This is an optimization exercise on Yosys and OpenROAD, whose aim is small area, not a production implementation. In this exercise RTL edits were held to simulation tests only and were not proved equivalent to the original.

== run a ==
==> flow/design.v (excerpt) <==
module ascon_hmac_engine
#(
  parameter int KEY_WORDS = 2,
  parameter int VERIFY_EN = 1,
  parameter int CNT_W     = 16
) (
  input  logic                        clk,
  input  logic                        rst_n,
  input  logic                        hmac_start,
  input  logic                        hmac_abort,
  input  logic [WORD_W*KEY_WORDS-1:0] key_in,
  input  logic [HASH_W-1:0]           tag_in,
  input  logic [WORD_W-1:0]           msg_in,
  input  logic                        msg_valid,
  input  logic                        msg_last,
  output logic                        msg_ready,
  output logic [WORD_W-1:0]           hc_msg,
  output logic                        hc_valid,
  output logic                        hc_start,
  output logic                        hc_last,
  input  logic                        hc_ready,
  input  logic [HASH_W-1:0]           hc_hash,
  input  logic                        hc_done,
  output logic                        hc_abort,
  output logic [HASH_W-1:0]           hmac_out,
  output logic                        hmac_done,
  output logic                        tag_ok,
  output logic                        busy,
  output logic [CNT_W-1:0]            msg_count
);
  localparam logic [3:0] S_IDLE  = 4'd0,
                         S_IK0   = 4'd1,
                         S_IK1   = 4'd2,
                         S_IMSG  = 4'd3,
                         S_IWAIT = 4'd4,
                         S_OK0   = 4'd5,
                         S_OK1   = 4'd6,
                         S_OH0   = 4'd7,
                         S_OH1   = 4'd8,
                         S_OH2   = 4'd9,
                         S_OH3   = 4'd10,
                         S_OWAIT = 4'd11,
                         S_DONE  = 4'd12;
  logic [3:0]       state, state_nx;
  logic [127:0]     key_r;
  logic [HASH_W-1:0] tag_r;
  logic [HASH_W-1:0] inner_r;
  logic s_idle, s_ik0, s_ik1, s_imsg, s_iwait, s_ok0, s_ok1;
  logic s_oh0, s_oh1, s_oh2, s_oh3, s_owait, s_done;
  assign s_idle  = (state == S_IDLE);
  assign s_ik0   = (state == S_IK0);
  assign s_ik1   = (state == S_IK1);
  ...
==> module ascon_hmac_engine, before the edit <==
module ascon_hmac_engine
#(
  parameter int KEY_WORDS = 2,
  parameter int VERIFY_EN = 1,
  parameter int CNT_W     = 16
) (
  input  logic                        clk,
  input  logic                        rst_n,
  input  logic                        hmac_start,
  input  logic                        hmac_abort,
  input  logic [WORD_W*KEY_WORDS-1:0] key_in,
  input  logic [HASH_W-1:0]           tag_in,
  input  logic [WORD_W-1:0]           msg_in,
  input  logic                        msg_valid,
  input  logic                        msg_last,
  output logic                        msg_ready,
  output logic [WORD_W-1:0]           hc_msg,
  output logic                        hc_valid,
  output logic                        hc_start,
  output logic                        hc_last,
  input  logic                        hc_ready,
  input  logic [HASH_W-1:0]           hc_hash,
  input  logic                        hc_done,
  output logic                        hc_abort,
  output logic [HASH_W-1:0]           hmac_out,
  output logic                        hmac_done,
  output logic                        tag_ok,
  output logic                        busy,
  output logic [CNT_W-1:0]            msg_count
);
  localparam logic [3:0] S_IDLE  = 4'd0,
                         S_IK0   = 4'd1,
                         S_IK1   = 4'd2,
                         S_IMSG  = 4'd3,
                         S_IWAIT = 4'd4,
                         S_OK0   = 4'd5,
                         S_OK1   = 4'd6,
                         S_OH0   = 4'd7,
                         S_OH1   = 4'd8,
                         S_OH2   = 4'd9,
                         S_OH3   = 4'd10,
                         S_OWAIT = 4'd11,
                         S_DONE  = 4'd12;
  logic [3:0]       state, state_nx;
  logic [127:0]     key_r;
  logic [HASH_W-1:0] tag_r;
  logic [HASH_W-1:0] inner_r;
  logic s_idle, s_ik0, s_ik1, s_imsg, s_iwait, s_ok0, s_ok1;
  logic s_oh0, s_oh1, s_oh2, s_oh3, s_owait, s_done;
  assign s_idle  = (state == S_IDLE);
  assign s_ik0   = (state == S_IK0);
  assign s_ik1   = (state == S_IK1);
  assign s_imsg  = (state == S_IMSG);
  assign s_iwait = (state == S_IWAIT);
  assign s_ok0   = (state == S_OK0);
  assign s_ok1   = (state == S_OK1);
  assign s_oh0   = (state == S_OH0);
  assign s_oh1   = (state == S_OH1);
  assign s_oh2   = (state == S_OH2);
  assign s_oh3   = (state == S_OH3);
  assign s_owait = (state == S_OWAIT);
  assign s_done  = (state == S_DONE);
  logic fixed_word;   
  assign fixed_word = s_ik0 | s_ik1 | s_ok0 | s_ok1 | s_oh0 | s_oh1 | s_oh2 | s_oh3;
  logic sel_k0, sel_k1, ikey, okey;
  assign sel_k0 = s_ik0 | s_ok0;
  assign sel_k1 = s_ik1 | s_ok1;
  assign ikey   = s_ik0 | s_ik1;
  assign okey   = s_ok0 | s_ok1;
  logic [WORD_W-1:0] key0, key1, kw, kt;
  assign key0 = key_r[127:64];
  assign key1 = key_r[63:0];
  assign kw   = ({WORD_W{sel_k0}} & key0) | ({WORD_W{sel_k1}} & key1);
  for (genvar b = 0; b < WORD_W; b++) begin : g_pad
    if (IPAD[b] == OPAD[b]) begin : g_same
      assign kt[b] = IPAD[b] ? ((sel_k0 & ~key0[b]) | (sel_k1 & ~key1[b])) : kw[b];
    end else begin : g_diff
      assign kt[b] = kw[b] ^ (IPAD[b] ? ikey : okey);
    end
  end
  assign hc_msg = kt
                | ({WORD_W{s_oh0}}  & inner_r[255:192])
                | ({WORD_W{s_oh1}}  & inner_r[191:128])
                | ({WORD_W{s_oh2}}  & inner_r[127:64])
                | ({WORD_W{s_oh3}}  & inner_r[63:0])
                | ({WORD_W{s_imsg}} & msg_in);
  assign hc_valid  = fixed_word | (s_imsg & msg_valid);
  assign hc_start  = s_ik0 | s_ok0;
  assign hc_last   = s_oh3 | (s_imsg & msg_last);
  assign msg_ready = s_imsg & hc_ready;
  assign hmac_done = s_done;
  assign busy      = ~s_idle;
  always_comb begin
    state_nx = state;
    if (hmac_abort) begin
      state_nx = S_IDLE;
    end else begin
      case (state)
        S_IDLE:  if (hmac_start) state_nx = S_IK0;
        S_IMSG:  if (msg_valid && hc_ready && msg_last) state_nx = S_IWAIT;
        S_IWAIT: if (hc_done) state_nx = S_OK0;
        S_OWAIT: if (hc_done) state_nx = S_DONE;
        S_DONE:  state_nx = S_IDLE;
        default: if (hc_ready) state_nx = state + 4'd1;
      endcase
    end
  end
  logic              out_ld;
  logic [HASH_W-1:0] out_d, tag_d, inner_d;
  logic [127:0]      key_d;
  assign out_ld = ~hmac_abort & s_owait & hc_done;
  hmac_hold_mux #(.W(HASH_W)) u_out_mux (
    .d(hc_hash), .q(hmac_out), .ld(out_ld), .hold(~out_ld), .y(out_d));
  hmac_hold_mux #(.W(128)) u_key_mux (
    .d(key_in), .q(key_r), .ld(s_idle), .hold(~s_idle), .y(key_d));
  hmac_hold_mux #(.W(HASH_W)) u_tag_mux (
    .d(tag_in), .q(tag_r), .ld(s_idle), .hold(~s_idle), .y(tag_d));
  hmac_hold_mux #(.W(HASH_W)) u_inner_mux (
    .d(hc_hash), .q(inner_r), .ld(s_iwait), .hold(~s_iwait), .y(inner_d));
  always_ff @(posedge clk or negedge rst_n) begin
    if (!rst_n) begin
      state     <= S_IDLE;
      hmac_out  <= '0;
      tag_ok    <= 1'b0;
      msg_count <= '0;
      hc_abort  <= 1'b0;
    end else begin
      state     <= state_nx;
      hc_abort  <= hmac_abort & ~s_idle & ~s_done;
      hmac_out <= out_d;
      if (out_ld) tag_ok <= (hc_hash == tag_r);
      if (~hmac_abort & s_idle & hmac_start)
        msg_count <= '0;
      else if (~hmac_abort & s_imsg & msg_valid & hc_ready)
        msg_count <= msg_count + CNT_W'(1);
    end
  end
  always_ff @(posedge clk) begin
    key_r   <= key_d;
    tag_r   <= tag_d;
    inner_r <= inner_d;
  end
endmodule
clock: 7.0 ns
lec_check: 0
cap_margin: 20
core_margin: 2
core_utilization: 50
slew_margin: 20
synth_hierarchical: 1
synth_minimum_keep_size: 0
standard.sh (not shown) runs the stock make flow with config.mk's settings and CLKGATE_MAP_FILE= SYNTH_SCRIPT=/design/flow/synth_recipe.tcl, a recipe that flattens the netlist after the stock synthesis.
==> flow/flow/run.sh <==
#!/bin/bash
# Standard layout (the standard.sh, standard synthesis) with three changes:
#  - a small buffer (buf_1) on every port instead of the resizer's default pick
#    (the resizer may still upsize any that need it);
#  - IO pins allowed one track apart, so that a smaller die fits all 1056 pins;
#  - a clock tree of clkbuf_8 with larger sink clusters and no dummy loads.
set -euo pipefail
export BUFFER_PORTS_ARGS="-buffer_cell sky130_fd_sc_hd__buf_1"
export PLACE_PINS_ARGS="-min_distance 1 -min_distance_in_tracks"
export CTS_ARGS="-sink_clustering_enable -repair_clock_nets -dont_use_dummy_load -buf_list sky130_fd_sc_hd__clkbuf_8 -sink_clustering_size 16 -sink_clustering_max_diameter 100"
bash standard.sh > make_finish.log 2>&1
### run a -> run b
--- a/flow/design.v
+++ b/flow/design.v
@@ -17,4 +17,15 @@
 );
   assign y = (d & {W{ld}}) | (q & {W{hold}});
+endmodule
+module hmac_hold_muxn #(
+  parameter int W = 64
+) (
+  input  logic [W-1:0] d,
+  input  logic [W-1:0] q,
+  input  logic         ld,
+  input  logic         hold,
+  output logic [W-1:0] y
+);
+  assign y = ~((d & {W{ld}}) | (q & {W{hold}}));
 endmodule
 import ascon_hmac_pkg::*;
@@ -130,5 +141,8 @@
   logic [127:0]      key_d;
   assign out_ld = ~hmac_abort & s_owait & hc_done;
-  hmac_hold_mux #(.W(HASH_W)) u_out_mux (
+  logic [HASH_W-1:0] hmac_out_n;
+  logic              out_blank;
+  assign hmac_out = ~(hmac_out_n | {HASH_W{out_blank}});
+  hmac_hold_muxn #(.W(HASH_W)) u_out_mux (
     .d(hc_hash), .q(hmac_out), .ld(out_ld), .hold(~out_ld), .y(out_d));
   hmac_hold_mux #(.W(128)) u_key_mux (
@@ -141,5 +155,5 @@
     if (!rst_n) begin
       state     <= S_IDLE;
-      hmac_out  <= '0;
+      out_blank <= 1'b1;
       tag_ok    <= 1'b0;
       msg_count <= '0;
@@ -148,5 +162,5 @@
       state     <= state_nx;
       hc_abort  <= hmac_abort & ~s_idle & ~s_done;
-      hmac_out <= out_d;
+      if (out_ld) out_blank <= 1'b0;
       if (out_ld) tag_ok <= (hc_hash == tag_r);
       if (~hmac_abort & s_idle & hmac_start)
@@ -160,4 +174,5 @@
     tag_r   <= tag_d;
     inner_r <= inner_d;
+    hmac_out_n <= out_d;
   end
 endmodule
- Having completed the whole flow, run b delivered a layout that passed the timing, design-rule and antenna checks.
- Between run b and run a, the growth of design area from synthesis to finish is lower for run b.
- In run b relative to run a, maximum frequency had gone up slightly.
- Of run b and run a, the run reporting the lower total global routing track utilization was run b.
- Compared with run a, run b shows standard-cell row count that has gone down slightly.
- Final worst-path setup slack: run b > run a
- [run b] share of the synthesized area in compound gates (AO/OA/AOI/OAI) fell 0.55 points relative to run a
- Number of clock buffers in the layout: run a vs run b — no meaningful difference

-- static timing again, ports no longer ideal --
How much do the figures lean on ideal ports? The routed layouts below were timed once more, with nothing changed but the port constraints.
Step 1: set_driving_cell puts a clkbuf_16 on clk and a buf_2 on each other input, an assumption about the parent block.
Step 2, shift: input delay + t, output delay - t, t = (earliest + latest rising clock arrival at the registers) / 2. This alone moves slack from input paths to output paths.
a / b / c = ideal / step 1 / step 2; a / b = the first two.
run	shift t [ns]	setup slack, ns	pins driven straight from the clock port
run a	0.731	1.851 / 1.780 / 2.511	1
run b	0.735	1.877 / 1.809 / 2.544	1
After both steps setup and hold are still met in every run listed.
